From an optimization exercise on the open Yosys and OpenROAD flow, aimed at small area and a short achievable clock period; shortcuts taken in it are not production practice. In this exercise RTL edits were held to simulation tests only and were not proved equivalent to the original. Power figures rest on the tool's default switching activity, not on a simulated workload.

**flow/constraint.sdc**
```tcl
create_clock -name core_clock -period 5.0 [get_ports {clk_i}]
set_input_delay 1.0000 -clock core_clock [delete_from_list [all_inputs] [get_ports {clk_i}]]
set_output_delay 1.0000 -clock core_clock [all_outputs]
set_load 0.01 [all_outputs]
```
**flow/config.mk**
```make
export PLATFORM = sky130hd
export DESIGN_NAME = de_script_player
export DESIGN_NICKNAME = de_script_player
export VERILOG_FILES = /design/flow/design.v
export SDC_FILE = /design/flow/constraint.sdc
export NUM_CORES = 4
export LEC_CHECK = 0
export CAP_MARGIN = 20
export CORE_MARGIN = 2
export CORE_UTILIZATION = 40
export SLEW_MARGIN = 20
```
**flow/run.sh**
```bash
#!/bin/bash
# synth_recipe.tcl (not shown) runs the flow's synth.tcl, then flattens the netlist and writes it again
# the make line also repeats each setting of config.mk as NAME=value (left out here)
make -C /OpenROAD-flow-scripts/flow DESIGN_CONFIG=/design/flow/config.mk WORK_HOME=/design/flow/orfs CLKGATE_MAP_FILE= SYNTH_SCRIPT=/design/flow/synth_recipe.tcl finish
```
**flow/design.v**
```verilog
module de_script_player #(
  parameter int DEPTH = 16,
  parameter int AW    = 4,
  parameter int DW    = 32,
  parameter int EW    = 50 + 5 * DW
) (
  input  logic          clk_i,
  input  logic          rst_n_i,
  input  logic          tbl_we_i,
  input  logic [AW-1:0] tbl_addr_i,
  input  logic [EW-1:0] tbl_data_i,
  input  logic [AW:0]   prog_len_i,
  input  logic          start_i,
  input  logic          de_v_i,
  input  logic          reg_dep_i,
  input  logic          mem_dep_i,
  input  logic          mr_stall_i,
  input  logic          mw_stall_i,
  output logic          ld_ag_o,
  output logic          ag_vin_o,
  output logic          de_re_o,
  output logic          de_we_o,
  output logic          de_rmsel_o,
  output logic          ro_needed_o,
  output logic          rm_needed_o,
  output logic [1:0]    de_alusel_o,
  output logic [2:0]    de_jmp_o,
  output logic [7:0]    de_modrm_o,
  output logic [15:0]   de_sreg_o,
  output logic [15:0]   de_ptr_o,
  output logic [DW-1:0] de_dval_o,
  output logic [DW-1:0] de_sval_o,
  output logic [DW-1:0] de_disp_o,
  output logic [DW-1:0] de_flags_o,
  output logic [DW-1:0] de_flag_ld_o,
  output logic          busy_o,
  output logic          done_o,
  output logic [15:0]   retired_o
);
  typedef enum logic [1:0] {IDLE, RUN, DONE} state_t;
  localparam logic [AW:0] DEPTH_L = (AW+1)'(DEPTH);
  logic [EW-1:0] tbl_q [DEPTH];
  state_t        state_q, state_d;
  logic [AW-1:0] ptr_q, ptr_d;
  logic [AW:0]   len_q, len_d;
  logic [EW-1:0] entry_q, entry_d;
  logic [15:0]   retired_q, retired_d;
  logic          adv;
  logic          last;
  logic          restart;
  logic [AW-1:0] ptr_nxt;
  logic [AW:0]   len_clamp;
  always_ff @(posedge clk_i) begin
    if (tbl_we_i) begin
      tbl_q[tbl_addr_i] <= tbl_data_i;
    end
  end
  assign ld_ag_o  = ~(mem_dep_i | mr_stall_i | mw_stall_i);
  assign ag_vin_o = de_v_i & ~reg_dep_i & (state_q == RUN);
  assign busy_o   = (state_q == RUN);
  assign done_o   = (state_q == DONE);
  assign adv      = busy_o & ld_ag_o & ag_vin_o;
  assign ptr_nxt  = ptr_q + 1'b1;
  assign last     = ({1'b0, ptr_q} == (len_q - 1'b1));
  always_comb begin
    len_clamp = prog_len_i;
    if (prog_len_i == '0) begin
      len_clamp = (AW+1)'(1);
    end else if (prog_len_i > DEPTH_L) begin
      len_clamp = DEPTH_L;
    end
  end
  assign restart = start_i & (state_q != RUN);
  always_comb begin
    state_d   = state_q;
    ptr_d     = ptr_q;
    len_d     = len_q;
    entry_d   = entry_q;
    retired_d = retired_q;
    if (restart) begin
      state_d   = RUN;
      ptr_d     = '0;
      len_d     = len_clamp;
      entry_d   = tbl_q[0];
      retired_d = '0;
    end else if (adv) begin
      if (retired_q != 16'hFFFF) begin
        retired_d = retired_q + 16'd1;
      end
      if (!last) begin
        ptr_d   = ptr_nxt;
        entry_d = tbl_q[ptr_nxt];
      end else begin
        state_d = DONE;
        entry_d = '0;
      end
    end
  end
  always_ff @(posedge clk_i or negedge rst_n_i) begin
    if (!rst_n_i) begin
      state_q   <= IDLE;
      ptr_q     <= '0;
      len_q     <= '0;
      entry_q   <= '0;
      retired_q <= '0;
    end else begin
      state_q   <= state_d;
      ptr_q     <= ptr_d;
      len_q     <= len_d;
      entry_q   <= entry_d;
      retired_q <= retired_d;
    end
  end
  assign {de_re_o, de_we_o, de_rmsel_o, de_alusel_o, de_jmp_o, de_modrm_o,
          de_sreg_o, de_ptr_o, de_dval_o, de_sval_o, de_disp_o, de_flags_o,
          de_flag_ld_o, ro_needed_o, rm_needed_o} = entry_q;
  assign retired_o = retired_q;
endmodule
```
==> metrics.md, run 1 <==
| Metric | Value |
|---|---|
| Outcome | timing/DRC/antenna clean |
| GR met3 Demand/Resource | 4.43% |
| Cell Chain, Critical Path | buf_4, buf_4, mux4_2, a21boi_0, nor4_1, o21ai_1 |
| EDFF count, synth | between 3k and 4k |
| Global-route wire length before repair | around 530 mm |
| DRT Pass-1 Iters | 5 |
| VDD IR-drop max | 0.436 mV |
| Synth-to-layout area growth | 17.9% |
| PortBufs | about 460 |
| Horizontal die dimension | 592 um |
| Final non-filler cell area | 0.163 mm2 |
| Crit path largest cell delay | 0.95 ns |
| Setup slack of the most critical reg-to-reg path | 0.91 ns |
| Max-slew violations | 0 |
| Count of cells along the worst hold path | 2 |
| Clock transition at the registers of the reported paths | 0.06 ns |
| Global routing met2 resource utilization | around 33% |
| Critical Path Most Common Cell | sky130_fd_sc_hd__buf_4 |
| Max transition margin | between 20% and 30% |
| Power per Cell Area | 537 mW/mm2 |
| Number of buffers created by CTS | 377 |
| Static leakage | 0.0514 uW |
| Total placed instance area | 0.150 mm2 |
| Most used flip-flop cell after synthesis | sky130_fd_sc_hd__edfxtp_1 |
| Cell family with most CP delay | buffers and inverters |
| Pre-CTS WS | between 0.9 and 1 ns |
| Total power | about 88000 uW |
| Unrepaired setup endpoints after global routing | no |
| Number of antenna violations at the first check in global routing | 81 |
| Class of the tightest hold or removal check | reg2reg |
| #FFs+latches synth | 3597 |
| Routing layer with the top usage in global route | met2 |
| Met1 Track Usage GR | between 30% and 40% |
| Critical setup path kind | reg2reg |
| # rows | 216 |
| Post-route worst setup slack | approximately 0.9 ns |
| Routability Congestion | 0.761 |
| Global-route usage over all layers | 21.0% |
| Max-cap violation count | 0 |
| Startpoint type of the worst setup path | register |
| Floorplan core area | between 0.3 and 0.4 mm2 |
| Average wire per cell in the routed design | 30.9 um |
| Max stage delay cell, worst path | sky130_fd_sc_hd__dfrtp_4 |
| Sink count of the clock tree | 3597 |
| TritonCTS clock tree | yes |
| Post-route core utilization | 47.3% |
| Maximum fanout count along the critical path | 30 |
| Warnings, synthesis | 1 |
| Via Count | about 71k |
| Resize count post-CTS | 0 |
| Post-DR vias/cell | 5.84 |
| DP HPWL | 200 mm |
| Total gr overflow | 0 |
| Share of the yosys chip area belonging to registers | between 70 and 80% |
| Final period demand of the worst path | approximately 4 ns |
| Clock insertion delay at the later pin of the skew report | 0.96 ns |
| Asr flop ratio synth | under 10% |
| R2R cell count | 6 |
| Endpoint of the worst register-to-register path | entry_q[0] |
| Number of placed I/O pins | about 460 |
| Endpoints failing setup | 0 |
| Arrival time reported for the critical path endpoint | 4.88 ns |
| CP Data Required Time | 5.79 ns |
| Root Buffer | sky130_fd_sc_hd__clkbuf_16 |
| H-tree levels | 5 |
| Number of cells produced by synthesis | 6488 |
| Reg-to-reg critical path startpoint | ptr_q[0] |
| Share of the clock period used by the worst path | about four fifths |
| Starting density of the core | between 40% and 50% |
| Layout cell share with drive strength beyond 1 | 22.5% |
| Total DRC errors in the routed layout | 0 |
| Final-report hold violation count | 0 |
| DRC violation total after the first TritonRoute iteration | 7590 |
| Worst-case hold path end point | entry_q[191] |
| Per-instance average area after synthesis | 21.3 um2 |
| Die boundary height | 592 um |
| Kind of capture point of the worst setup path | register |
| Via count of the first global-routing pass | a little over 70k |
| Post-detailed-routing wire length | 375 mm |
| Count of hold buffers inserted by post-cts repair | 1 |
| Setup clock skew after layout | ~0.046 ns |
| Post-CTS Setup Inserts | 0 |
| Hold_ws | 0.517 ns |
| Crit path buf inv count | 2 |
| Bufs on Longest Clock Path | 4 |
| Summed instance area of the synthesized netlist | approximately 0.14 mm2 |
| Worst min-delay path startpoint | entry_q[191] |
| Worst Max-Slew Pin Slew | around 1.1 ns |
| Remaining number of nets flagged by the antenna check after routing | 0 |
| Count of different cell masters after synthesis | 56 |
| Count of nets after finishing | 7410 |
| Maximum number of pins on one net before global-route repair | 105 |
| Area of the die | 0.351 mm2 |
| Upper clock frequency limit | 244 MHz |
-- cells in the mapped netlist (all sizes together), types with 2 or more instances --
cell type | instances | share of area [%]
nor2b | 421 | 1.9
nand3 | 3 | 0.011
nor2 | 35 | 0.097
nor3 | 12 | 0.043
xor2 | 8 | 0.051
mux4 | 840 | 14
o211ai | 3 | 0.016
ha | 3 | 0.027
o2111ai | 4 | 0.030
edfxtp | 3360 | 73
a31o | 2 | 0.013
xnor2 | 9 | 0.057
o21ai | 218 | 0.79
and2 | 6 | 0.027
a21boi | 418 | 2.3
inv | 7 | 0.019
mux2i | 4 | 0.029
nand2b | 5 | 0.023
a22oi | 209 | 1.1
buf | 233 | 0.95
or3 | 2 | 0.0090
dfrtp | 237 | 4.3
a21oi | 6 | 0.022
nor4 | 211 | 0.95
a31oi | 3 | 0.018
and3 | 2 | 0.0090
nand4 | 3 | 0.014
clkbuf | 171 | 0.46
and4 | 4 | 0.025
nand3b | 8 | 0.043
nand2 | 26 | 0.072
-- cells in the final DEF (no fill, tap or decap), types with 26 or more instances in the layout --
cell and count:
sky130_fd_sc_hd__mux4_2 840, sky130_fd_sc_hd__o21ai_1 210, sky130_fd_sc_hd__bufinv_16 37, sky130_fd_sc_hd__clkbuf_1 95
sky130_fd_sc_hd__a21boi_0 409, sky130_fd_sc_hd__dfrtp_1 236, sky130_fd_sc_hd__a22oi_1 209, sky130_fd_sc_hd__clkdlybuf4s50_1 456
sky130_fd_sc_hd__clkbuf_16 379, sky130_fd_sc_hd__diode_2 26, sky130_fd_sc_hd__nor2b_1 421, sky130_fd_sc_hd__buf_4 141
sky130_fd_sc_hd__clkinv_1 53, sky130_fd_sc_hd__clkinv_2 57, sky130_fd_sc_hd__clkbuf_8 36, sky130_fd_sc_hd__nor4_1 211
sky130_fd_sc_hd__buf_12 117, sky130_fd_sc_hd__edfxtp_1 3360
-- through the flow --
step,std cells,setup TNS [ns]
2_1_floorplan,6488,-5691.16
3_3_place_gp,11400,0
3_5_place_dp,11400,0
4_1_cts,12100,0
5_1_grt,12100,0
6_report,12100,0
-- worst register-to-register path: stages (launching register included) --
cell                       delay (ns)
sky130_fd_sc_hd__dfrtp_4         0.95
sky130_fd_sc_hd__buf_4           0.76
sky130_fd_sc_hd__buf_4           0.56
sky130_fd_sc_hd__mux4_2          0.59
sky130_fd_sc_hd__a21boi_0        0.15
sky130_fd_sc_hd__nor4_1          0.80
sky130_fd_sc_hd__o21ai_1         0.11
-- power by group --
part	switching, uW	total (uW)	internal (uW)
registers	1480	35800	34300
clock network	11900	28500	16600
logic	11000	23400	12400
total	24400	87700	63300
-- layer usage --
layer  share of wire [%]  wire length [um]
met1                  42            159000
met5                0.12               441
met2                  47            175000
met3                 8.4             31500
met4                 2.3              8580
-- sequential cells by signal, indices dropped and copies added, names as in the netlist --
register / flops
entry_q: 210
ptr_q: 4
len_q: 5
tbl_q: 3360
state_q: 2
retired_q: 16
-- how the worst max path moves through the flow --
stage,start,slack (ns),cells after the start,to
2_1_floorplan,tbl_addr_i[3],-2.26,2,tbl_q[5][0]
3_3_place_gp,ptr_q[0],0.93,6,entry_q[0]
3_5_place_dp,ptr_q[0],0.93,6,entry_q[0]
4_1_cts,ptr_q[0],0.87,6,entry_q[0]
5_1_grt,ptr_q[0],0.71,6,entry_q[0]
6_report,ptr_q[0],0.91,6,entry_q[0]
-- cell type report --
class	count	area, um2
Timing Repair Buffer	716	7990
Sequential cell	3597	107000
Clock inverter	196	2340
Tap cell	4578	5730
Antenna cell	26	65.1
Inverter	7	26.3
Clock buffer	510	10300
Fill cell	28400	182000
Multi-Input combinational cell	2480	29900
-- cells by family after synthesis --
family / Yosys count / synth area share [%]
AOI/OAI and AO/OA: 873 / 4.35
DFF: 3597 / 77.1
adders and majority gates: 3 / 0.0271
and+or+nand+nor: 743 / 3.26
muxes: 844 / 13.7
buffers and inverters: 411 / 1.43
xor gates and xnor gates: 17 / 0.108
==> run 2: changes to the inputs <==
==> flow/design.v (replaced) <==
module de_script_player #(
  parameter int DEPTH = 16,
  parameter int AW    = 4,
  parameter int DW    = 32,
  parameter int EW    = 50 + 5 * DW
) (
  input  logic          clk_i,
  input  logic          rst_n_i,
  input  logic          tbl_we_i,
  input  logic [AW-1:0] tbl_addr_i,
  input  logic [EW-1:0] tbl_data_i,
  input  logic [AW:0]   prog_len_i,
  input  logic          start_i,
  input  logic          de_v_i,
  input  logic          reg_dep_i,
  input  logic          mem_dep_i,
  input  logic          mr_stall_i,
  input  logic          mw_stall_i,
  output logic          ld_ag_o,
  output logic          ag_vin_o,
  output logic          de_re_o,
  output logic          de_we_o,
  output logic          de_rmsel_o,
  output logic          ro_needed_o,
  output logic          rm_needed_o,
  output logic [1:0]    de_alusel_o,
  output logic [2:0]    de_jmp_o,
  output logic [7:0]    de_modrm_o,
  output logic [15:0]   de_sreg_o,
  output logic [15:0]   de_ptr_o,
  output logic [DW-1:0] de_dval_o,
  output logic [DW-1:0] de_sval_o,
  output logic [DW-1:0] de_disp_o,
  output logic [DW-1:0] de_flags_o,
  output logic [DW-1:0] de_flag_ld_o,
  output logic          busy_o,
  output logic          done_o,
  output logic [15:0]   retired_o
);
  logic [EW-1:0] tbl_q [DEPTH];
  logic          run_q, run_d;
  logic          done_q, done_d;
  logic [AW:0]   ret_q, ret_d;       
  logic [AW-1:0] lenm1_q, lenm1_d;   
  logic [DEPTH-1:0] lsel_q, lsel_d;
  logic [EW-1:0] entry_q;
  logic [EW-1:0] cand;
  logic          adv;
  logic          load;
  logic          last;
  logic [AW-1:0] lenm1_in;
  always_ff @(posedge clk_i) begin
    if (tbl_we_i) begin
      tbl_q[tbl_addr_i] <= tbl_data_i;
    end
  end
  assign ld_ag_o  = ~(mem_dep_i | mr_stall_i | mw_stall_i);
  assign ag_vin_o = de_v_i & ~reg_dep_i & run_q;
  assign busy_o   = run_q;
  assign done_o   = done_q;
  assign adv      = ag_vin_o & ld_ag_o;
  assign load     = run_q ? (de_v_i & ~reg_dep_i & ld_ag_o) : start_i;
  assign last     = (ret_q[AW-1:0] == lenm1_q);
  always_comb begin
    if (prog_len_i == '0)
      lenm1_in = '0;
    else if (prog_len_i[AW])
      lenm1_in = '1;
    else
      lenm1_in = AW'(prog_len_i - 1'b1);
  end
  always_comb begin
    run_d   = run_q;
    done_d  = done_q;
    ret_d   = ret_q;
    lenm1_d = lenm1_q;
    if (!run_q) begin
      if (start_i) begin
        run_d   = 1'b1;
        done_d  = 1'b0;
        ret_d   = '0;
        lenm1_d = lenm1_in;
      end
    end else if (adv) begin
      ret_d = ret_q + 1'b1;
      if (last) begin
        run_d  = 1'b0;
        done_d = 1'b1;
      end
    end
  end
  always_comb begin
    lsel_d = '0;
    if (!run_d)
      lsel_d[0] = 1'b1;
    else if (ret_d[AW-1:0] != lenm1_d)
      lsel_d[ret_d[AW-1:0] + 1'b1] = 1'b1;
  end
  always_comb begin
    cand = '0;
    for (int i = 0; i < DEPTH; i++) begin
      cand = cand | (tbl_q[i] & {EW{lsel_q[i]}});
    end
  end
  always_ff @(posedge clk_i or negedge rst_n_i) begin
    if (!rst_n_i) begin
      run_q   <= 1'b0;
      done_q  <= 1'b0;
      ret_q   <= '0;
      lenm1_q <= '0;
      lsel_q  <= DEPTH'(1);
      entry_q <= '0;
    end else begin
      run_q   <= run_d;
      done_q  <= done_d;
      ret_q   <= ret_d;
      lenm1_q <= lenm1_d;
      lsel_q  <= lsel_d;
      if (load) entry_q <= cand;
    end
  end
  assign {de_re_o, de_we_o, de_rmsel_o, de_alusel_o, de_jmp_o, de_modrm_o,
          de_sreg_o, de_ptr_o, de_dval_o, de_sval_o, de_disp_o, de_flags_o,
          de_flag_ld_o, ro_needed_o, rm_needed_o} = entry_q;
  assign retired_o = {{(16-AW-1){1'b0}}, ret_q};
endmodule
==> run 2 against run 1 <==
Compared with the run above:
- still clean
- area after synthesis decreased by 8.1%
- final cell count down 4.0%
- global-route usage increased by 2.4 points
- critical path depth shrank 2
- routed wire length increased by 4.0%
- power is 13% lower
- via count grew 2.7%
- critical endpoint is now ld_ag_o
- largest cell class unchanged
==> metrics.md, run 2 <==
| Metric | Value |
|---|---|
| Outcome | timing/DRC/antenna clean |
| Commonest cells in the netlist | sky130_fd_sc_hd__edfxtp_1, sky130_fd_sc_hd__a22oi_1, sky130_fd_sc_hd__clkbuf_1 |
| Most used cells in the layout excluding fill and tap cells | sky130_fd_sc_hd__edfxtp_1, sky130_fd_sc_hd__a22oi_1, sky130_fd_sc_hd__clkdlybuf4s50_1 |
| Final-report hold violation count | 0 |
| Worst Max-Slew Pin Slew | roughly 1.1 ns |
| Kind of capture point of the worst setup path | primary output |
| DRT Pass-1 Iters | 6 |
| Summed instance area of the synthesized netlist | between 0.1 and 0.15 mm2 |
| Post-CTS Setup Inserts | 0 |
| Number of placed I/O pins | between 400 and 500 |
| Global-route wire length before repair | 545 mm |
| Total gr overflow | 0 |
| Remaining number of nets flagged by the antenna check after routing | 0 |
| Post-route core utilization | 47.3% |
| PortBufs | 446 |
| Warnings, synthesis | 1 |
| #FFs+latches synth | around 3.6k |
| Sink count of the clock tree | 3597 |
| Area share of the largest cell type after synthesis | 79.3% |
| Maximum fanout count along the critical path | 9 |
| Register with the most flip-flops | tbl_q |
| Clock insertion delay at the later pin of the skew report | 0.96 ns |
| Unrepaired setup endpoints after global routing | no |
| Area of the die | about 0.32 mm2 |
| Cell type with the largest total area after synthesis | sky130_fd_sc_hd__edfxtp_1 |
| Top flop regs | tbl_q (3360), entry_q (210), lsel_q (16) |
| Total power | 76400 uW |
| Layout cell share with drive strength beyond 1 | a little over a tenth |
| Via Count | between 70k and 80k |
| Arrival time reported for the critical path endpoint | 2.52 ns |
| Layout fillers | 26.0k |
| Resize count post-CTS | 0 |
| DP HPWL | slightly below 200 mm |
| Critical Path Start | mr_stall_i |
| Max-cap violation count | 0 |
| Number of cells produced by synthesis | 6497 |
| Upper clock frequency limit | around 280 MHz |
| Bufs on Longest Clock Path | 4 |
| Per-instance average area after synthesis | 19.6 um2 |
| Clock transition at the registers of the reported paths | 0.06 ns |
| Hold_ws | 0.0174 ns |
| Power per Cell Area | slightly above 500 mW/mm2 |
| Number of flip-flops in the largest register | 3360 |
| Post-detailed-routing wire length | 389 mm |
| Share of the yosys chip area belonging to registers | 83.9% |
| Horizontal die dimension | around 570 um |
| Count of nets after finishing | approximately 7.3k |
| Critical setup path kind | in2out |
| Routability Congestion | 0.772 |
| Count of hold buffers inserted by post-cts repair | 0 |
| VDD IR-drop max | approximately 0.3 mV |
| Maximum number of pins on one net before global-route repair | 99 |
| Setup clock skew after layout | 0.0838 ns |
| CP Data Required Time | 4.00 ns |
| Synth-to-layout area growth | 18.0% |
| Top cells by area in the synthesized netlist | sky130_fd_sc_hd__edfxtp_1, sky130_fd_sc_hd__a22oi_1, sky130_fd_sc_hd__dfrtp_1 |
| Endpoints failing setup | 0 |
| Startpoint type of the worst setup path | primary input |
| DRC violation total after the first TritonRoute iteration | 9644 |
| Share of the clock period used by the worst path | between 70% and 80% |
| Final period demand of the worst path | 3.52 ns |
| Static leakage | roughly 0.046 uW |
| Most common cell after layout, fill and taps aside | sky130_fd_sc_hd__edfxtp_1 |
| Root Buffer | sky130_fd_sc_hd__clkbuf_16 |
| Cell with the most instances after synthesis | sky130_fd_sc_hd__edfxtp_1 |
| Average wire per cell in the routed design | 33.5 um |
| Class of the tightest hold or removal check | in2async |
| Most used flip-flop cell after synthesis | sky130_fd_sc_hd__edfxtp_1 |
| Via count of the first global-routing pass | 71.7k |
| Reg-to-reg critical path startpoint | run_q |
| EDFF count, synth | 3360 |
| TritonCTS clock tree | yes |
| Post-DR vias/cell | 6.24 |
| Starting density of the core | 40.1% |
| Global-route usage over all layers | 23.4% |
| Number of buffers created by CTS | between 300 and 400 |
| H-tree levels | 5 |
| Total DRC errors in the routed layout | 0 |
| Max-slew violations | 0 |
| Floorplan core area | 0.317 mm2 |
| Asr flop ratio synth | under 10% |
| Number of antenna violations at the first check in global routing | 82 |
| Count of different cell masters after synthesis | 51 |
| Die boundary height | 568 um |
| # rows | slightly above 200 |
| Total negative slack | 0 ns |
| Max transition margin | between 20% and 30% |
run 2: cell count changes after synthesis, sizes merged, moves of 311 or more:
cell	change
nand4	+318
mux4	-840
a22oi	+849
a21boi	-418
nor2b	-417
a221oi	+311
run 2: path summary, 6_finish.rpt:
kind	slack, ns	depth (start not counted)	endpoint
max in group asynchronous	3.77	2	entry_q[140]
min	0.02	1	entry_q[36]
min in group core_clock	0.50	1	entry_q[80]
max	1.48	4	ld_ag_o
max reg2reg	1.70	9	lsel_q[15]
min reg2reg	0.50	1	entry_q[80]
run 2: layout make-up:
type | instances | area (um2) | area share, %
sequential | 3597 | 107000 | 71.2
multi-input combinational | 2466 | 18900 | 12.6
clock buffer | 513 | 10000 | 6.68
timing repair buffer | 660 | 7240 | 4.82
tap | 4180 | 5230 | 3.48
clock inverter | 168 | 1730 | 1.15
antenna | 32 | 80.1 | 0.0533
inverter | 12 | 47.5 | 0.0317
run 2: through the flow:
stage	std cells	area (um2)	setup slack (ns)
2_1_floorplan	6507	127000	-2.26
3_3_place_gp	10900	138000	0.789
3_5_place_dp	10900	138000	0.790
4_1_cts	11600	150000	1.48
5_1_grt	11600	150000	1.26
6_report	11600	150000	1.48
run 2: report_power, final:
| group | internal, uW | switching [uW] | leakage [uW] | total [uW] |
|---|---|---|---|---|
| Sequential | 34400 | 2060 | 0.0330 | 36500 |
| Combinational | 5360 | 7750 | 0.00737 | 13100 |
| Clock | 15200 | 11600 | 0.00572 | 26800 |
run 2: logic make-up after synthesis:
family | share of synthesized area, %
simple gates | 2.34
buf+inv | 1.36
fa+ha+maj | 0.0787
other cells | 0.00295
xor+xnor | 0.104
flops | 83.9
compound gates | 12.2
run 2: worst max-delay path, cell delays in order:
cell	delay (ns)
sky130_fd_sc_hd__clkdlybuf4s50_1	0.40
sky130_fd_sc_hd__or3_4	0.46
sky130_fd_sc_hd__inv_4	0.11
sky130_fd_sc_hd__clkdlybuf4s50_1	0.54
run 2: per-layer routing:
layer	GRT usage, %	share of wire, %	wire (um)
met1	32.4	40	155000
met2	38.3	48	188000
met3	4.16	9.4	36700
met4	6.25	2.4	9170
met5	0	0.097	379
==> run 3: changes to the inputs <==
--- a/flow/design.v
+++ b/flow/design.v
@@ -60,4 +60,4 @@
   assign done_o   = done_q;
-  assign adv      = ag_vin_o & ld_ag_o;
-  assign load     = run_q ? (de_v_i & ~reg_dep_i & ld_ag_o) : start_i;
+  assign adv      = run_q & ~(~de_v_i | reg_dep_i | mem_dep_i | mr_stall_i | mw_stall_i);
+  assign load     = run_q ? ~(~de_v_i | reg_dep_i | mem_dep_i | mr_stall_i | mw_stall_i) : start_i;
   assign last     = (ret_q[AW-1:0] == lenm1_q);
@@ -91,8 +91,15 @@
   end
+  logic             nxt_last;
+  logic [DEPTH-1:0] lsel_sh;
+  logic [DEPTH-1:0] lsel_start;
+  assign nxt_last   = (AW'(ret_q[AW-1:0] + 1'b1) == lenm1_q);
+  assign lsel_sh    = nxt_last ? '0 : {lsel_q[DEPTH-2:0], 1'b0};
+  assign lsel_start = {{(DEPTH-2){1'b0}}, (lenm1_in != '0), 1'b0};
   always_comb begin
-    lsel_d = '0;
-    if (!run_d)
-      lsel_d[0] = 1'b1;
-    else if (ret_d[AW-1:0] != lenm1_d)
-      lsel_d[ret_d[AW-1:0] + 1'b1] = 1'b1;
+    if (!run_q)
+      lsel_d = start_i ? lsel_start : DEPTH'(1);
+    else if (adv)
+      lsel_d = last ? DEPTH'(1) : lsel_sh;
+    else
+      lsel_d = lsel_q;
   end
--- a/flow/config.mk
+++ b/flow/config.mk
@@ -9,3 +9,7 @@
 export CORE_MARGIN = 2
-export CORE_UTILIZATION = 40
+export CORE_UTILIZATION = 70
+export CTS_CLUSTER_DIAMETER = 60
+export CTS_CLUSTER_SIZE = 25
+export PLACE_DENSITY = 0.8
+export SETUP_SLACK_MARGIN = 2.6
 export SLEW_MARGIN = 20
==> run 3 against run 2 <==
Compared with the run above:
- final area shrank 3.8%
- global-route usage is 17 points higher
- largest power group unchanged
- clock power decreased by 34%
- area after synthesis is essentially flat
- largest cell class unchanged
- sequential power fell by 3%
- worst setup slack gained 0.79 ns
- clock skew shrank 0.052 ns
- core utilization up 33 points
- first-iteration DRC count increased by 51%
- non-clock buffer count increased by 202
- still clean
==> metrics.md, run 3 <==
| Metric | Value |
|---|---|
| # rows | 156 |
| Summed instance area of the synthesized netlist | between 0.1 and 0.15 mm2 |
| Upper clock frequency limit | 367 MHz |
| Routability Congestion | between 0.8 and 0.9 |
| Outcome | timing/DRC/antenna clean |
| Count of different cell masters after synthesis | 45 |
| Cell type with the largest total area after synthesis | sky130_fd_sc_hd__edfxtp_1 |
| Area of the die | 0.185 mm2 |
| Unrepaired setup endpoints after global routing | yes |
| Total DRC errors in the routed layout | 0 |
| Starting density of the core | approximately 70% |
| Area share of the largest cell type after synthesis | 79.2% |
| TritonCTS clock tree | yes |
| Non-filler cells in the finished layout | 9629 |
| Max transition margin | about a third |
| Layout fillers | 8337 |
| Bufs on Longest Clock Path | 3 |
| Via Count | 76.0k |
| Number of buffers created by CTS | 183 |
| Clock transition at the registers of the reported paths | 0.10 ns |
| Most common cell after layout, fill and taps aside | sky130_fd_sc_hd__edfxtp_1 |
| Synth-to-layout area growth | 13.5% |
| Sink count of the clock tree | 3597 |
| Post-route worst setup slack | 2.27 ns |
| Cell with the most instances after synthesis | sky130_fd_sc_hd__edfxtp_1 |
| Register with the most flip-flops | tbl_q |
| Startpoint type of the worst setup path | register |
| Max-cap violation count | 0 |
| H-tree levels | 4 |
| Layout cell share with drive strength beyond 1 | 14.5% |
| #FFs+latches synth | 3597 |
| VDD IR-drop max | roughly 0.35 mV |
| Count of nets after finishing | about 7.3k |
| Die boundary height | 431 um |
| PortBufs | about 450 |
| Arrival time reported for the critical path endpoint | 1.73 ns |
| Setup slack of the most critical reg-to-reg path | roughly 2.5 ns |
| DRT Pass-1 Iters | 8 |
| Floorplan core area | 0.181 mm2 |
| Asr flop ratio synth | about 6.6% |
| Share of the yosys chip area belonging to registers | approximately 84% |
| Pre-CTS WS | between 1 and 1.5 ns |
| Remaining number of nets flagged by the antenna check after routing | 0 |
| Post-DR vias/cell | 7.89 |
| Number of flip-flops in the largest register | around 3.4k |
| Clock insertion delay at the later pin of the skew report | 0.87 ns |
| Worst Max-Slew Pin Slew | approximately 0.98 ns |
| Critical setup path kind | reg2out |
| Most used flip-flop cell after synthesis | sky130_fd_sc_hd__edfxtp_1 |
| Number of antenna violations at the first check in global routing | 38 |
| Max-slew violations | 0 |
| Total placed instance area | approximately 0.14 mm2 |
| Global-route usage over all layers | 40.0% |
| Class of the tightest hold or removal check | in2async |
| Post-route core utilization | 79.9% |
| Via count of the first global-routing pass | between 70k and 80k |
| Reg-to-reg critical path startpoint | lsel_q[7] |
| Static leakage | between 0.04 and 0.05 uW |
| Endpoint of the worst register-to-register path | entry_q[199] |
| Setup clock skew after layout | 0.0319 ns |
| Per-instance average area after synthesis | 19.7 um2 |
| Multi-input combinational cell area | 0.0188 mm2 |
| DRC violation total after the first TritonRoute iteration | 14.6k |
| Sequential cell area | 0.107 mm2 |
| Top flop regs | tbl_q (3360), entry_q (210), lsel_q (16) |
| Total gr overflow | 0 |
| Count of hold buffers inserted by post-cts repair | 0 |
| Maximum fanout count along the critical path | 2 |
| Maximum number of pins on one net before global-route repair | 110 |
| Hold_ws | 0.0871 ns |
| Final-report hold violation count | 0 |
| Root Buffer | sky130_fd_sc_hd__clkbuf_16 |
| Instance count after placement with tap cells included | 9025 |
| Post-detailed-routing wire length | 379 mm |
| Kind of capture point of the worst setup path | primary output |
| R2R cell count | 5 |
| Number of placed I/O pins | 458 |
| Average wire per cell in the routed design | roughly 39 um |
| Horizontal die dimension | 431 um |
| CP Data Required Time | 4.00 ns |
| Share of the clock period used by the worst path | 54.5% |
| Commonest cells in the netlist | sky130_fd_sc_hd__edfxtp_1, sky130_fd_sc_hd__a22oi_1, sky130_fd_sc_hd__a22o_1 |
| EDFF count, synth | 3360 |
| Most used cells in the layout excluding fill and tap cells | sky130_fd_sc_hd__edfxtp_1, sky130_fd_sc_hd__a22oi_1, sky130_fd_sc_hd__a22o_1 |
| Final period demand of the worst path | 2.73 ns |
| Number of cells produced by synthesis | 6457 |
| DP HPWL | 185 mm |
| Final non-filler cell area | ~0.14 mm2 |
| Power per Cell Area | just over 400 mW/mm2 |
| Endpoints failing setup | 0 |
| Global-route wire length before repair | 524 mm |
| Top cells by area in the synthesized netlist | sky130_fd_sc_hd__edfxtp_1, sky130_fd_sc_hd__a22oi_1, sky130_fd_sc_hd__dfrtp_1 |
| Warnings, synthesis | 1 |
==> run 3: layout make-up <==
class                      count  share of cell area [%]
timing repair buffer         862                    6.56
antenna                       36                  0.0623
multi-input combinational   2421                    13.0
sequential                  3597                    74.0
clock buffer                 246                    3.47
clock inverter                93                   0.798
inverter                       4                  0.0104
tap                         2370                    2.05
==> run 3: cells by family after synthesis <==
family,Yosys count,share of synthesized area [%]
fa+ha+maj,3,0.0295
mux,1,0.00786
simple gates,476,2.09
xor+xnor,11,0.0874
flops,3597,83.9
buf+inv,450,1.53
compound gates,1918,12.4
other cells,1,0.00294
==> run 3: power by group <==
part	switching [uW]	leakage, uW	internal, uW
sequential	1310	0.0330	34100
clock	9560	0.00297	8060
combinational	3690	0.00916	2930
==> run 3: routing by layer <==
layer | part of all wire (%) | GRT usage (%)
met4 | 5.8 | 20.3
met5 | 0.040 | 0
met3 | 15 | 8.63
met2 | 47 | 62.9
met1 | 32 | 53.9
==> run 3: worst max path at each step <==
| stage | startpoint | to | slack, ns |
|---|---|---|---|
| floorplan | tbl_addr_i[2] | tbl_q[0][0] | -1.93 |
| global placement | tbl_we_i | tbl_q[0][19] | 1.16 |
| detailed placement | tbl_we_i | tbl_q[0][19] | 1.15 |
| CTS | run_q | ag_vin_o | 2.25 |
| global route | run_q | ag_vin_o | 2.25 |
| finish | run_q | ag_vin_o | 2.27 |
==> run 3: what timing repair did <==
action / 4_1_cts / 5_1_grt
endpoints found under the setup margin: 3278 / 1035
buffers inserted: 144 / 61
pin swaps: 13 / 3
resized for setup: 1121 / 48
cloned: 14 / 10
==> run 3: per-stage QoR <==
stage | TNS [ns] | total power, uW
floorplan | -1558.95 | 38000
global placement | 0 | 41600
detailed placement | 0 | 41800
CTS | 0 | 59000
global route | 0 | 60800
finish | 0 | 59700
==> run 3: worst max-delay path: stages, from the launching register on <==
cell,delay [ns]
sky130_fd_sc_hd__dfrtp_1,0.42
sky130_fd_sc_hd__buf_6,0.13
sky130_fd_sc_hd__and3b_2,0.20
sky130_fd_sc_hd__buf_6,0.12
==> run 4: changes to the inputs <==
==> flow/flow/run.sh (new file) <==
#!/bin/bash
set -euo pipefail
cd "$(dirname "$0")/.."
export BUFFER_PORTS_ARGS="-buffer_cell sky130_fd_sc_hd__buf_1"
bash standard.sh MATCH_CELL_FOOTPRINT=0 finish > flow_make.log 2>&1
==> flow/standard.sh (new file) <==
#!/bin/bash
# synth_recipe.tcl (not shown) runs the flow's synth.tcl, then flattens the netlist and writes it again
# the make line also repeats each setting of config.mk as NAME=value (left out here)
make -C /OpenROAD-flow-scripts/flow DESIGN_CONFIG=/design/flow/config.mk WORK_HOME=/design/flow/orfs CLKGATE_MAP_FILE= SYNTH_SCRIPT=/design/flow/synth_recipe.tcl "${@:-finish}"
removed: flow/run.sh
==> run 4 against run 3 <==
Compared with the run above:
- register-to-register slack got worse by 0.08 ns
- clock power about the same
- power decreased by 0.71%
- clock-buffer cell count increased by 9
- synthesized cell count unchanged
- critical path type unchanged
==> metrics.md, run 4 <==
| Metric | Value |
|---|---|
| Proportion of synthesized area in mux cells | less than 1% |
| Most common cell after layout, fill and taps aside | sky130_fd_sc_hd__edfxtp_1 |
| Kind of capture point of the worst setup path | primary output |
| Class of the tightest hold or removal check | in2async |
| Summed instance area of the synthesized netlist | ~0.13 mm2 |
| Average wire per cell in the routed design | 38.4 um |
| Max-slew violations | 0 |
| Warnings, synthesis | 1 |
| Simple logic cell fraction of the synthesized area | 2.09% |
| Total gr overflow | 0 |
| Horizontal die dimension | ~430 um |
| Share of the clock period used by the worst path | 53.4% |
| Top cells by area in the synthesized netlist | sky130_fd_sc_hd__edfxtp_1, sky130_fd_sc_hd__a22oi_1, sky130_fd_sc_hd__dfrtp_1 |
| Via count of the first global-routing pass | 73.5k |
| Number of antenna violations at the first check in global routing | 47 |
| Setup clock skew after layout | 0.0368 ns |
| Outcome | timing/DRC/antenna clean |
| Crit path largest cell delay | 0.43 ns |
| Starting density of the core | 70.5% |
| Critical Path Start | run_q |
| Arrival time reported for the critical path endpoint | 1.67 ns |
| Startpoint type of the worst setup path | register |
| Unrepaired setup endpoints after global routing | yes |
| DRC violation total after the first TritonRoute iteration | about 14k |
| Setup slack of the most critical reg-to-reg path | 2.42 ns |
| Max-cap violation count | 0 |
| Top flop regs | tbl_q (3360), entry_q (210), lsel_q (16) |
| Via Count | roughly 75k |
| Number of cells produced by synthesis | 6457 |
| Reg-to-reg critical path startpoint | lsel_q[6] |
| CP Data Required Time | 4.00 ns |
| Remaining number of nets flagged by the antenna check after routing | 0 |
| Multi-input combinational cell area | around 0.019 mm2 |
| Sink count of the clock tree | roughly 3.6k |
| Sequential cell area | about 0.11 mm2 |
| Layout cell share with drive strength beyond 1 | 13.9% |
| Root Buffer | sky130_fd_sc_hd__clkbuf_16 |
| # rows | ~160 |
| Total placed instance area | around 0.13 mm2 |
| #FFs+latches synth | 3597 |
| Number of buffers created by CTS | 182 |
| Global-route wire length before repair | 516 mm |
| Asr flop ratio synth | 6.59% |
| Cell type with the largest total area after synthesis | sky130_fd_sc_hd__edfxtp_1 |
| Register with the most flip-flops | tbl_q |
| DRT Pass-1 Iters | 8 |
| Share of the yosys chip area belonging to registers | 83.9% |
| Upper clock frequency limit | 374 MHz |
| R2R cell count | 5 |
| Post-synthesis share of cell area spent on full adders, half adders and majority gates | 0.0295% |
| Max stage delay cell, worst path | sky130_fd_sc_hd__dfrtp_1 |
| Global-route usage over all layers | 39.2% |
| Floorplan core area | ~0.18 mm2 |
| Power per Cell Area | roughly 420 mW/mm2 |
| Total negative slack | 0 ns |
| Count of different cell masters after synthesis | 45 |
| Worst Max-Slew Pin Slew | 0.973 ns |
| Cell with the most instances after synthesis | sky130_fd_sc_hd__edfxtp_1 |
| Post-DR vias/cell | 7.81 |
| Final period demand of the worst path | between 2 and 3 ns |
| Layout fillers | about 8.6k |
| Met1 routed wirelength after detailed routing | 120 mm |
| Static leakage | about 0.044 uW |
| DP HPWL | approximately 180 mm |
| Synth Area in Compound Gates | 12.4% |
| VDD IR-drop max | 0.403 mV |
| Count of nets after finishing | between 7k and 8k |
| EDFF count, synth | 3360 |
| Synth-to-layout area growth | 11.7% |
| Die boundary height | between 400 and 500 um |
| Routability Congestion | approximately 0.84 |
| Met3 routed wirelength | 52.7 mm |
| Post-route worst setup slack | around 2.3 ns |
| Endpoints failing setup | 0 |
| Sum of met2 wire segment lengths after detailed routing | 177 mm |
| Most used flip-flop cell after synthesis | sky130_fd_sc_hd__edfxtp_1 |
| Per-instance average area after synthesis | 19.7 um2 |
| Final-report hold violation count | 0 |
| Post-synthesis xor/xnor area fraction | 0.0874% |
| Number of flip-flops in the largest register | 3360 |
| Max transition margin | between 30% and 40% |
| Bufs on Longest Clock Path | 3 |
| Maximum fanout count along the critical path | 5 |
| Area of the die | 0.185 mm2 |
| H-tree levels | 4 |
| Most used cells in the layout excluding fill and tap cells | sky130_fd_sc_hd__edfxtp_1, sky130_fd_sc_hd__a22oi_1, sky130_fd_sc_hd__a22o_1 |
| Post-detailed-routing wire length | 369 mm |
| Number of placed I/O pins | about 460 |
| Area share of the largest cell type after synthesis | 79.2% |
| Maximum number of pins on one net before global-route repair | about 100 |
| PortBufs | 446 |
| TritonCTS clock tree | yes |
| Clock insertion delay at the later pin of the skew report | 0.88 ns |
| Final non-filler cell area | 0.142 mm2 |
| Commonest cells in the netlist | sky130_fd_sc_hd__edfxtp_1, sky130_fd_sc_hd__a22oi_1, sky130_fd_sc_hd__a22o_1 |
| Critical setup path kind | reg2out |
| Dominant combinational cell family by area after synthesis | compound AO/OA/AOI/OAI gates |
| Total DRC errors in the routed layout | 0 |
| Hold_ws | 0.0645 ns |
| Clock transition at the registers of the reported paths | 0.09 ns |
| Pre-CTS WS | 1.27 ns |
| Highest layer used for signal routing | met5 |
| Cell Chain, Critical Path | and3b_2, buf_6 |
| Endpoint of the worst register-to-register path | entry_q[141] |
[run 4: cell counts after synthesis]
No cell type changed its count.
[run 4: power by group]
part	internal (uW)	switching (uW)
Combinational	2760	3740
Sequential	34100	1200
Clock	7950	9490
[run 4: worst max-delay path: cells and delay by family, from the launching register on]
family | cells | cell delay [ns]
buf+inv | 1 | 0.13
simple gates | 1 | 0.26
flops | 1 | 0.43
[run 4: kinds of logic after synthesis]
family | after synthesis
AOI/OAI and AO/OA | 1918
xor gates and xnor gates | 11
buffers and inverters | 450
and+or+nand+nor | 476
adders and majority gates | 3
other | 1
DFF | 3597
muxes | 1
[run 4: how the worst max path moves through the flow]
stage                     end  slack [ns]  depth (start not counted)
2_1_floorplan     tbl_q[0][0]       -1.93                          2
3_3_place_gp    tbl_q[6][187]        1.32                          4
3_5_place_dp   tbl_q[10][184]        1.27                          5
4_1_cts              ag_vin_o        2.26                          2
5_1_grt              ag_vin_o        2.31                          2
6_report             ag_vin_o        2.33                          2
[run 4: area by class of cell]
cell class | instances | share of cell area [%]
clock buffers | 255 | 3.60
flip-flops and latches | 3597 | 75.2
repair buffers | 848 | 5.13
inverters | 4 | 0.0106
clock inverters | 83 | 0.694
multi-input cells | 2421 | 13.2
diodes | 48 | 0.0844
well taps | 2370 | 2.08
[run 4: stage by stage]
step	utilization (%)	total power (uW)	std cells
detailed placement	73.5	41000	9009
floorplan	-	38000	6467
global route	78.7	60400	9612
global placement	73.4	40800	9008
CTS	78.0	58500	9493
finish	78.7	59200	9626
[run 4: per-layer routing]
metal	vias to the layer above	track usage (%)
met5	-	0
met4	16	20.6
met3	1065	8.24
met2	7631	61.8
met1	37700	52.6
li1	28800	-
[run 4: timing repair]
item / CTS / global route
cloned: 2 / 2
pin swaps: 11 / 4
setup endpoints to repair: 2256 / 563
resized for setup: 461 / 95
hold buffers: 0 / 0
endpoints found under the hold margin: 0 / 0
buffers inserted: 144 / 83
==> run 5: changes to the inputs <==
--- a/flow/config.mk
+++ b/flow/config.mk
@@ -13,3 +13,3 @@
 export PLACE_DENSITY = 0.8
-export SETUP_SLACK_MARGIN = 2.6
+export SETUP_SLACK_MARGIN = 2.3
 export SLEW_MARGIN = 20
==> run 5 against run 4 <==
Compared with the run above:
- synthesized cell count unchanged
- still clean on timing, DRC and antenna
- critical path type is now in2reg
- routed wire length decreased by 4.5%
- clock-buffer cell count unchanged
- combinational power decreased by about 20%
- clock skew increased by 0.0014 ns
- core utilization decreased by 1.7 points
- critical endpoint is now tbl_q[3][84]
- critical path depth increased by 2
- sequential share of layout area increased by 1.6 points
- hold slack got worse by 0.0066 ns
- global-route usage decreased by 1.3 points
==> metrics.md, run 5 <==
| Metric | Value |
|---|---|
| Count of different cell masters after synthesis | 45 |
| Unrepaired setup endpoints after global routing | yes |
| DRC violation total after the first TritonRoute iteration | 12.6k |
| Global-route wire length before repair | 502 mm |
| Crit path largest cell delay | 0.57 ns |
| Reg-to-reg critical path startpoint | lsel_q[12] |
| Area share of the largest cell type after synthesis | 79.2% |
| Total placed instance area | between 0.1 and 0.15 mm2 |
| Share of the clock period used by the worst path | 54.0% |
| Total DRC errors in the routed layout | 0 |
| Layout cell share with drive strength beyond 1 | 7.28% |
| Final period demand of the worst path | 2.70 ns |
| Global-route usage over all layers | roughly 38% |
| Sequential cell area | 0.107 mm2 |
| EDFF count, synth | 3360 |
| R2R cell count | 5 |
| Cell Chain, Critical Path | buf_1, nand2_1, nor2_4, buf_16 |
| Clock transition at the registers of the reported paths | 0.10 ns |
| Summed instance area of the synthesized netlist | approximately 0.13 mm2 |
| H-tree levels | 4 |
| Non-filler cells in the finished layout | 9407 |
| CP Data Required Time | approximately 5.5 ns |
| Hold_ws | 0.0579 ns |
| Starting density of the core | 70.5% |
| Switching power share of the total | 24.3% |
| Clock insertion delay at the later pin of the skew report | 0.87 ns |
| Power per Cell Area | 416 mW/mm2 |
| Post-DR vias/cell | 7.79 |
| Via Count | roughly 73k |
| Cell with the most instances after synthesis | sky130_fd_sc_hd__edfxtp_1 |
| Critical setup path kind | in2reg |
| Most common cell after layout, fill and taps aside | sky130_fd_sc_hd__edfxtp_1 |
| Met1 Track Usage GR | 51.7% |
| Sink count of the clock tree | ~3.6k |
| Via count of the first global-routing pass | ~72k |
| Register with the most flip-flops | tbl_q |
| Average wire per cell in the routed design | 37.5 um |
| Multi-input combinational cell area | 0.0188 mm2 |
| Most used flip-flop cell after synthesis | sky130_fd_sc_hd__edfxtp_1 |
| Number of flip-flops in the largest register | 3360 |
| Count of nets after finishing | between 7k and 8k |
| Most used cells in the layout excluding fill and tap cells | sky130_fd_sc_hd__edfxtp_1, sky130_fd_sc_hd__a22oi_1, sky130_fd_sc_hd__buf_1 |
| Bufs on Longest Clock Path | 3 |
| Number of antenna violations at the first check in global routing | 50 |
| Global routing met2 resource utilization | 60.4% |
| PortBufs | 446 |
| Setup clock skew after layout | 0.0382 ns |
| Crit path buf inv count | 2 |
| Total gr overflow | 0 |
| DP HPWL | 180 mm |
| Power share of the sequential group | 61.0% |
| Number of buffers created by CTS | roughly 180 |
| GR met3 Demand/Resource | between 7 and 8% |
| Number of placed I/O pins | 458 |
| Startpoint type of the worst setup path | primary input |
| Final non-filler cell area | 0.139 mm2 |
| Max-cap violation count | 0 |
| Pint | 43800 uW |
| Routing layer with the top usage in global route | met2 |
| Count of hold buffers inserted by post-cts repair | 0 |
| Kind of capture point of the worst setup path | register |
| Worst Max-Slew Pin Slew | 1.13 ns |
| # rows | 156 |
| Total negative slack | 0 ns |
| Static leakage | 0.0422 uW |
| Top cells by area in the synthesized netlist | sky130_fd_sc_hd__edfxtp_1, sky130_fd_sc_hd__a22oi_1, sky130_fd_sc_hd__dfrtp_1 |
| Setup slack of the most critical reg-to-reg path | 2.34 ns |
| Total power | 57800 uW |
| Clock share of power | 30.0% |
| Horizontal die dimension | 431 um |
| Commonest cells in the netlist | sky130_fd_sc_hd__edfxtp_1, sky130_fd_sc_hd__a22oi_1, sky130_fd_sc_hd__a22o_1 |
| Maximum fanout count along the critical path | 92 |
| Share of the yosys chip area belonging to registers | 83.9% |
| Area of the die | around 0.19 mm2 |
| Root Buffer | sky130_fd_sc_hd__clkbuf_16 |
| TritonCTS clock tree | yes |
| #FFs+latches synth | 3597 |
| Post-detailed-routing wire length | 353 mm |
| Per-instance average area after synthesis | 19.7 um2 |
| Cell family with most CP delay | buffers and inverters |
| Number of cells produced by synthesis | about 6.5k |
| Warnings, synthesis | 1 |
| Top flop regs | tbl_q (3360), entry_q (210), lsel_q (16) |
| Final-report hold violation count | 0 |
| Endpoint of the worst register-to-register path | entry_q[38] |
| Arrival time reported for the critical path endpoint | 3.17 ns |
| Cell type with the largest total area after synthesis | sky130_fd_sc_hd__edfxtp_1 |
| Crit path depth | 4 |
| Endpoints failing setup | 0 |
| Asr flop ratio synth | ~6.6% |
| Remaining number of nets flagged by the antenna check after routing | 0 |
| Upper clock frequency limit | between 300 and 400 MHz |
| Maximum number of pins on one net before global-route repair | ~110 |
| DRT Pass-1 Iters | 6 |
| Synth-to-layout area growth | 9.25% |
| Max-slew violations | 0 |
| Instance count after placement with tap cells included | 9009 |
| Die boundary height | 431 um |
| Power share of the combinational group | 9.0% |
| Max stage delay cell, worst path | sky130_fd_sc_hd__buf_16 |
| Max transition margin | 24.5% |
| Routability Congestion | 0.838 |
| Floorplan core area | between 0.15 and 0.2 mm2 |
| Class of the tightest hold or removal check | in2async |
| VDD IR-drop max | ~0.41 mV |
| Layout fillers | slightly above 9k |
| Outcome | timing/DRC/antenna clean |
| Power spent charging and discharging nets | ~14000 uW |
==> run 5: cell types whose count changed in the layout (fill, tap and decap cells not counted), sizes merged <==
cell    before  now
buf        731  624
clkbuf     372  261
a21o         3    2
==> run 5: cell type report <==
type	instances	area share (%)
antenna	48	0.0863
inverter	4	0.0108
multi-input combinational	2420	13.5
clock inverter	83	0.710
sequential	3597	76.8
tap	2370	2.13
clock buffer	255	3.68
timing repair buffer	630	3.07
==> run 5: timing repair <==
| action | in CTS | in global routing |
|---|---|---|
| endpoints found under the setup margin | 54 | 55 |
| buffers inserted | 6 | 6 |
| gates resized for setup | 6 | 1 |
| pin swaps | 2 | 3 |
==> run 5: kinds of logic after synthesis <==
family / after synthesis / share of synthesized area [%]
AO/OA/AOI/OAI: 1918 / 12.4
XOR/XNOR: 11 / 0.0874
adder cells (fa/ha/maj): 3 / 0.0295
buffers and inverters: 450 / 1.53
flip-flops: 3597 / 83.9
multiplexers: 1 / 0.00786
other: 1 / 0.00294
AND/OR/NAND/NOR: 476 / 2.09
==> run 5: worst max path at each step <==
stage / start / slack, ns / endpoint
final: tbl_addr_i[0] / 2.30 / tbl_q[3][84]
after global routing: run_q / 2.27 / ag_vin_o
after CTS: run_q / 2.25 / ag_vin_o
after detailed placement: tbl_addr_i[1] / 1.27 / tbl_q[10][184]
after global placement: tbl_addr_i[1] / 1.32 / tbl_q[6][187]
after floorplan: tbl_addr_i[2] / -1.93 / tbl_q[0][0]
==> run 5: per-stage QoR <==
stage                     setup slack, ns  utilization (%)
after floorplan                     -1.93                -
after global placement               1.32             73.4
after detailed placement             1.27             73.5
after CTS                            2.25             76.9
after global routing                 2.27             77.0
final                                2.30             77.0
==> run 5: power groups by stage <==
| stage | sequential (uW) | clock (uW) | combinational (uW) |
|---|---|---|---|
| after CTS | 35200 | 17300 | 5130 |
| after detailed placement | 35900 | 0 | 5090 |
| after floorplan | 35500 | 0 | 2510 |
| after global routing | 35300 | 18300 | 5440 |
| final | 35300 | 17400 | 5190 |
| after global placement | 35800 | 0 | 4930 |
==> run 5: metal layers <==
| metal | wire length, um | vias up |
|---|---|---|
| li1 | - | 28300 |
| met1 | 117000 | 37100 |
| met2 | 171000 | 6950 |
| met3 | 47600 | 902 |
| met4 | 17900 | 20 |
| met5 | 109 | - |
==> run 6: changes to the inputs <==
--- a/flow/config.mk
+++ b/flow/config.mk
@@ -13,3 +13,3 @@
 export PLACE_DENSITY = 0.8
-export SETUP_SLACK_MARGIN = 2.3
+export SETUP_SLACK_MARGIN = 3.0
 export SLEW_MARGIN = 20
==> run 6 against run 5 <==
Compared with the run above:
- final cell count grew 4.3%
- first-iteration DRC count is 52% higher
- still clean on timing, DRC and antenna
- via count up 12%
- worst setup slack improved by 0.045 ns
- sequential share of layout area fell by 3.8 points
- largest cell class unchanged
- flip-flop and latch count stayed put
- largest power group unchanged
- die area did not move
- register-to-register slack gained 0.31 ns
- non-clock buffer count increased by 383
==> metrics.md, run 6 <==
| Metric | Value |
|---|---|
| Outcome | timing/DRC/antenna clean |
| PortBufs | 446 |
| Share of the yosys chip area belonging to registers | 83.9% |
| Top cells by area in the synthesized netlist | sky130_fd_sc_hd__edfxtp_1, sky130_fd_sc_hd__a22oi_1, sky130_fd_sc_hd__dfrtp_1 |
| Per-instance average area after synthesis | 19.7 um2 |
| Setup slack of the most critical reg-to-reg path | 2.65 ns |
| DRC violation total after the first TritonRoute iteration | approximately 19k |
| Die boundary height | approximately 430 um |
| Share of the clock period used by the worst path | 53.1% |
| Most used cells in the layout excluding fill and tap cells | sky130_fd_sc_hd__edfxtp_1, sky130_fd_sc_hd__a22oi_1, sky130_fd_sc_hd__a22o_1 |
| Upper clock frequency limit | 377 MHz |
| Clock transition at the registers of the reported paths | 0.10 ns |
| Kind of capture point of the worst setup path | primary output |
| TritonCTS clock tree | yes |
| Most used flip-flop cell after synthesis | sky130_fd_sc_hd__edfxtp_1 |
| CP Data Required Time | 4.00 ns |
| Synth-to-layout area growth | 14.9% |
| Commonest cells in the netlist | sky130_fd_sc_hd__edfxtp_1, sky130_fd_sc_hd__a22oi_1, sky130_fd_sc_hd__a22o_1 |
| Worst Max-Slew Pin Slew | 1.06 ns |
| Count of different cell masters after synthesis | 45 |
| Top flop regs | tbl_q (3360), entry_q (210), lsel_q (16) |
| Cell with the most instances after synthesis | sky130_fd_sc_hd__edfxtp_1 |
| Final period demand of the worst path | 2.65 ns |
| Post-route core utilization | 81.0% |
| Bufs on Longest Clock Path | 3 |
| Endpoints failing setup | 0 |
| Sink count of the clock tree | roughly 3.6k |
| Average wire per cell in the routed design | 45.3 um |
| Hold_ws | 0.0368 ns |
| Root Buffer | sky130_fd_sc_hd__clkbuf_16 |
| Max-cap violation count | 0 |
| Number of flip-flops in the largest register | roughly 3.4k |
| Maximum fanout count along the critical path | 2 |
| Number of cells produced by synthesis | 6457 |
| Horizontal die dimension | 431 um |
| H-tree levels | 4 |
| Total gr overflow | 0 |
| Global-route wire length before repair | between 500 and 600 mm |
| #FFs+latches synth | 3597 |
| Post-synthesis share of cell area spent on full adders, half adders and majority gates | 0.0295% |
| Post-synthesis xor/xnor area fraction | less than 1% |
| DRT Pass-1 Iters | 10 |
| DP HPWL | 180 mm |
| Total DRC errors in the routed layout | 0 |
| Number of antenna violations at the first check in global routing | 67 |
| VDD IR-drop max | 0.407 mV |
| Via Count | 82.5k |
| Power per Cell Area | 414 mW/mm2 |
| Proportion of synthesized area in mux cells | 0.00786% |
| Floorplan core area | 0.181 mm2 |
| Setup clock skew after layout | 0.0557 ns |
| Cell type with the largest total area after synthesis | sky130_fd_sc_hd__edfxtp_1 |
| Most common cell after layout, fill and taps aside | sky130_fd_sc_hd__edfxtp_1 |
| Number of buffers created by CTS | between 150 and 200 |
| Post-DR vias/cell | 8.40 |
| Count of hold buffers inserted by post-cts repair | 0 |
| Arrival time reported for the critical path endpoint | 1.65 ns |
| Critical setup path kind | reg2out |
| Dominant combinational cell family by area after synthesis | compound AO/OA/AOI/OAI gates |
| Synth Area in Compound Gates | 12.4% |
| Crit path largest cell delay | 0.41 ns |
| Remaining number of nets flagged by the antenna check after routing | 0 |
| Unrepaired setup endpoints after global routing | yes |
| Post-detailed-routing wire length | 445 mm |
| Max transition margin | 29.4% |
| Summed instance area of the synthesized netlist | 0.127 mm2 |
| Startpoint type of the worst setup path | register |
| Cell Chain, Critical Path | and3b_2, clkbuf_2 |
| Static leakage | 0.0460 uW |
| # rows | 156 |
| Max-slew violations | 0 |
| Max stage delay cell, worst path | sky130_fd_sc_hd__dfrtp_1 |
| Routability Congestion | 0.838 |
| Warnings, synthesis | 1 |
| Layout cell share with drive strength beyond 1 | 17.7% |
| Area of the die | 0.185 mm2 |
| Register with the most flip-flops | tbl_q |
| Class of the tightest hold or removal check | in2async |
| Final-report hold violation count | 0 |
| Global-route usage over all layers | between 40% and 50% |
| Number of placed I/O pins | 458 |
| Starting density of the core | a little over two thirds |
| Asr flop ratio synth | 6.59% |
| Clock insertion delay at the later pin of the skew report | 0.92 ns |
| Count of nets after finishing | around 7.5k |
| Maximum number of pins on one net before global-route repair | 85 |
| Via count of the first global-routing pass | 76.4k |
| Area share of the largest cell type after synthesis | 79.2% |
| Simple logic cell fraction of the synthesized area | 2.09% |
| EDFF count, synth | 3360 |
==> run 6: what timing repair did <==
action,4_1_cts,5_1_grt
cloned,30,38
resized for setup,582,277
pin swaps,29,43
setup endpoints to repair,3645,2031
buffers inserted,241,87
==> run 6: cell type report <==
class / count / area (um2)
clock buffers: 255 / 5120
well taps: 2370 / 2970
inverters: 4 / 15.0
repair buffers: 1013 / 10500
diodes: 70 / 175
flip-flops and latches: 3597 / 107000
fillers: 7810 / 34400
clock inverters: 83 / 987
multi-input cells: 2421 / 19700
==> run 6: path summary, 6_finish.rpt <==
path / end / from / depth (start not counted)
max in group asynchronous: lsel_q[1] / rst_n_i / 2
worst max register to register: entry_q[193] / lsel_q[6] / 4
min in group core_clock: done_q / done_q / 1
worst min register to register: done_q / done_q / 1
worst max-delay path: ag_vin_o / run_q / 2
worst min-delay path: entry_q[40] / rst_n_i / 1
==> run 6: metrics by stage <==
stage	TNS, ns	cells	instance area [um2]	setup slack (ns)	power (uW)
6_report	0	9813	146000	2.35	60700
2_1_floorplan	-1558.95	6467	128000	-1.93	38000
3_3_place_gp	0	9008	133000	1.32	40800
5_1_grt	0	9788	146000	2.33	61500
3_5_place_dp	0	9009	133000	1.27	41000
4_1_cts	0	9618	143000	2.38	58800
==> run 6: layer usage <==
layer | GRT usage (%) | share of wire, % | vias up
met4 | 28.8 | 9.7 | 32
li1 | - | - | 29200
met1 | 55.9 | 28 | 39500
met2 | 65.5 | 44 | 11100
met3 | 11.6 | 18 | 2626
met5 | 0 | 0.048 | -
==> run 6: kinds of logic (layout without fill, tap and decap cells) <==
| family | Yosys count | after routing |
|---|---|---|
| adder cells (fa/ha/maj) | 3 | 3 |
| flip-flops | 3597 | 3597 |
| multiplexers | 1 | 1 |
| AO/OA/AOI/OAI | 1918 | 1919 |
| buffers and inverters | 450 | 1355 |
| other | 1 | 81 |
| XOR/XNOR | 11 | 11 |
| AND/OR/NAND/NOR | 476 | 476 |
==> run 6: report_power, final <==
part           leakage (uW)  internal (uW)  total (uW)  switching, uW
Sequential           0.0330          34100       35300           1160
Combinational        0.0100           3050        7530           4480
Clock               0.00293           7950       17900           9920
==> run 6: critical path: cells and delay by family, from the launching register on <==
kind                   cells  cell delay (ns)
flip-flops                 1             0.41
AND/OR/NAND/NOR            1             0.23
buffers and inverters      1             0.13
==> run 7: changes to the inputs <==
--- a/flow/config.mk
+++ b/flow/config.mk
@@ -10,6 +10,6 @@
 export CORE_UTILIZATION = 70
-export CTS_CLUSTER_DIAMETER = 60
-export CTS_CLUSTER_SIZE = 25
+export CTS_CLUSTER_DIAMETER = 70
+export CTS_CLUSTER_SIZE = 28
 export PLACE_DENSITY = 0.8
-export SETUP_SLACK_MARGIN = 3.0
+export SETUP_SLACK_MARGIN = 2.3
 export SLEW_MARGIN = 20
==> run 7 against run 6 <==
Compared with the run above:
- still clean on timing, DRC and antenna
- final cell count down 4.7%
- via count down 11%
- core utilization down 4.6 points
- global-route usage down 5.4 points
- sequential power about the same
- area after synthesis unchanged
- clock skew down 0.011 ns
- largest cell class unchanged
==> metrics.md, run 7 <==
| Metric | Value |
|---|---|
| Critical setup path kind | in2reg |
| Routability Congestion | roughly 0.84 |
| PortBufs | 446 |
| Per-instance average area after synthesis | 19.7 um2 |
| Most used cells in the layout excluding fill and tap cells | sky130_fd_sc_hd__edfxtp_1, sky130_fd_sc_hd__a22oi_1, sky130_fd_sc_hd__buf_1 |
| Post-DR vias/cell | 7.82 |
| DRC violation total after the first TritonRoute iteration | 12.7k |
| Number of placed I/O pins | 458 |
| Power per Cell Area | 406 mW/mm2 |
| Average wire per cell in the routed design | ~38 um |
| Kind of capture point of the worst setup path | register |
| Static leakage | roughly 0.042 uW |
| Setup clock skew after layout | 0.0451 ns |
| Outcome | timing/DRC/antenna clean |
| Hold_ws | roughly 0.077 ns |
| Maximum number of pins on one net before global-route repair | 106 |
| Count of different cell masters after synthesis | 45 |
| Global-route wire length before repair | 499 mm |
| Max-cap violation count | 0 |
| Post-route core utilization | 76.4% |
| Warnings, synthesis | 1 |
| Summed instance area of the synthesized netlist | 0.127 mm2 |
| Layout cell share with drive strength beyond 1 | 6.32% |
| DP HPWL | 180 mm |
| Floorplan core area | between 0.15 and 0.2 mm2 |
| Synth-to-layout area growth | 8.41% |
| Die boundary height | about 430 um |
| Upper clock frequency limit | 369 MHz |
| Share of the clock period used by the worst path | 54.2% |
| Max-slew violations | 0 |
| #FFs+latches synth | 3597 |
| Top flop regs | tbl_q (3360), entry_q (210), lsel_q (16) |
| Most used flip-flop cell after synthesis | sky130_fd_sc_hd__edfxtp_1 |
| Asr flop ratio synth | about 6.6% |
| Most common cell after layout, fill and taps aside | sky130_fd_sc_hd__edfxtp_1 |
| Clock insertion delay at the later pin of the skew report | 0.87 ns |
| # rows | 156 |
| Final period demand of the worst path | between 2 and 3 ns |
| Remaining number of nets flagged by the antenna check after routing | 0 |
| Number of antenna violations at the first check in global routing | 53 |
| Root Buffer | sky130_fd_sc_hd__clkbuf_16 |
| Number of buffers created by CTS | ~160 |
| Cell with the most instances after synthesis | sky130_fd_sc_hd__edfxtp_1 |
| Critical Path Start | tbl_we_i |
| Reg-to-reg critical path startpoint | lsel_q[8] |
| Starting density of the core | 70.5% |
| Worst Max-Slew Pin Slew | approximately 1.2 ns |
| DRT Pass-1 Iters | 8 |
| Total power | 56100 uW |
| Horizontal die dimension | 431 um |
| Commonest cells in the netlist | sky130_fd_sc_hd__edfxtp_1, sky130_fd_sc_hd__a22oi_1, sky130_fd_sc_hd__a22o_1 |
| Final-report hold violation count | 0 |
| Endpoints failing setup | 0 |
| Bufs on Longest Clock Path | 3 |
| Area of the die | 0.185 mm2 |
| H-tree levels | 4 |
| Via count of the first global-routing pass | 71.9k |
| Cell type with the largest total area after synthesis | sky130_fd_sc_hd__edfxtp_1 |
| TritonCTS clock tree | yes |
| Max transition margin | 23.2% |
| Non-filler cells in the finished layout | between 9k and 10k |
| Number of cells produced by synthesis | 6457 |
| Total negative slack | 0 ns |
| EDFF count, synth | between 3k and 4k |
| Startpoint type of the worst setup path | primary input |
| Post-detailed-routing wire length | 351 mm |
| Maximum fanout count along the critical path | 23 |
| Class of the tightest hold or removal check | in2async |
| CP Data Required Time | 5.49 ns |
| Via Count | roughly 73k |
| Global-route usage over all layers | 37.8% |
| VDD IR-drop max | slightly below 0.4 mV |
| Number of flip-flops in the largest register | 3360 |
| Share of the yosys chip area belonging to registers | between 80% and 90% |
| Arrival time reported for the critical path endpoint | 3.20 ns |
| Unrepaired setup endpoints after global routing | no |
| Clock transition at the registers of the reported paths | 0.10 ns |
| Top cells by area in the synthesized netlist | sky130_fd_sc_hd__edfxtp_1, sky130_fd_sc_hd__a22oi_1, sky130_fd_sc_hd__dfrtp_1 |
| Instance count after placement with tap cells included | 9009 |
| Count of nets after finishing | 7038 |
| Area share of the largest cell type after synthesis | 79.2% |
| Total DRC errors in the routed layout | 0 |
| Register with the most flip-flops | tbl_q |
| Total gr overflow | 0 |
| Sink count of the clock tree | ~3.6k |
## run 7: critical path, cell delays in order
cell and delay (ns):
sky130_fd_sc_hd__buf_1 0.33, sky130_fd_sc_hd__or3b_4 0.52, sky130_fd_sc_hd__nor3_4 0.73, sky130_fd_sc_hd__buf_4 0.55
## run 7: metrics by stage
step           cell area (um2)  setup WS [ns]
6_report                138000           2.29
4_1_cts                 138000           2.31
3_5_place_dp            133000           1.27
3_3_place_gp            133000           1.32
2_1_floorplan           128000          -1.93
5_1_grt                 138000           2.31
## run 7: area by class of cell
| class | instances | area, um2 |
|---|---|---|
| flip-flops and latches | 3597 | 107000 |
| fillers | 9290 | 42700 |
| multi-input cells | 2420 | 18800 |
| clock buffers | 236 | 4450 |
| repair buffers | 629 | 4270 |
| well taps | 2370 | 2970 |
| clock inverters | 43 | 569 |
| diodes | 50 | 125 |
| inverters | 4 | 15.0 |
## run 7: path summary, 6_finish.rpt
path / endpoint / slack, ns / cells after the start
worst max-delay path: tbl_q[0][127] / 2.29 / 4
worst min-delay path: entry_q[42] / 0.08 / 1
min in group core_clock: lenm1_q[3] / 0.49 / 3
worst max register to register: entry_q[190] / 2.30 / 5
worst min register to register: lenm1_q[0] / 0.50 / 2
max in group asynchronous: lsel_q[1] / 3.58 / 2
## run 7: routing by layer
| layer | wire [um] | track usage [%] |
|---|---|---|
| met5 | 93 | 0 |
| met3 | 47900 | 7.37 |
| met2 | 169000 | 59.9 |
| met4 | 18000 | 18.5 |
| met1 | 116000 | 51.4 |
## run 7: where the power goes
group | leakage, uW | internal, uW | total [uW] | switching (uW)
sequential | 0.0331 | 34100 | 35300 | 1190
combinational | 0.00619 | 1770 | 5190 | 3420
clock | 0.00242 | 6720 | 15600 | 8920
total | 0.0417 | 42600 | 56100 | 13500
## run 7: timing repair
item / 4_1_cts / 5_1_grt
setup endpoints to repair: 96 / 172
resized for setup: 5 / 4
gates cloned: 0 / 1
hold buffers: 0 / 0
pin swaps: 3 / 1
buffers inserted: 7 / 3
## run 7: logic make-up (layout without fill, tap and decap cells)
group | count (synthesis) | count (layout) | synth area share [%]
DFF | 3597 | 3597 | 83.9
AOI/OAI and AO/OA | 1918 | 1918 | 12.4
and+or+nand+nor | 476 | 476 | 2.09
buffers and inverters | 450 | 912 | 1.53
xor gates and xnor gates | 11 | 11 | 0.0874
adders and majority gates | 3 | 3 | 0.0295
other | 1 | 61 | 0.00294
muxes | 1 | 1 | 0.00786

==> re-timing with driven ports <==
The flow's constraints put no driver on any port. The routed layouts listed below were extracted and timed again, unchanged, in two steps. Step 1: set_driving_cell puts a clkbuf_16 on clk_i and a buf_2 on each other input, an assumption about the parent block. Step 2 times the ports against the registers' clock, not the clock port: input delays grow and output delays shrink by t, the midpoint of the rising clock arrivals with the driver on. a / b / c = ideal / step 1 / step 2; a / b = the first two.
run	shift t [ns]	setup WS [ns]	worst hold slack (ns)	worst slew at a driven data input, ns
run 1	1.027	0.910 / 0.910 / 0.910	0.517 / 0.517 / 0.517	0.23
run 2	1.020	1.481 / 1.453 / 0.768	0.017 / -0.029 / 0.505	0.21
run 3	0.946	2.274 / 2.184 / 1.703	0.087 / 0.046 / 0.505	0.20
run 4	0.954	2.329 / 2.236 / 1.576	0.065 / -0.004 / 0.505	0.20
run 5	0.949	2.302 / 2.228 / 1.374	0.058 / -0.011 / 0.496	0.19
run 6	0.986	2.347 / 2.252 / 1.865	0.037 / -0.033 / 0.510	0.23
run 7	0.936	2.289 / 2.232 / 1.393	0.077 / 0.008 / 0.498	0.20
After both steps every run listed still meets setup and hold. For run 5, which loses most, drivers alone change the setup slack by -0.074 ns; drivers and shift together by -0.928 ns.
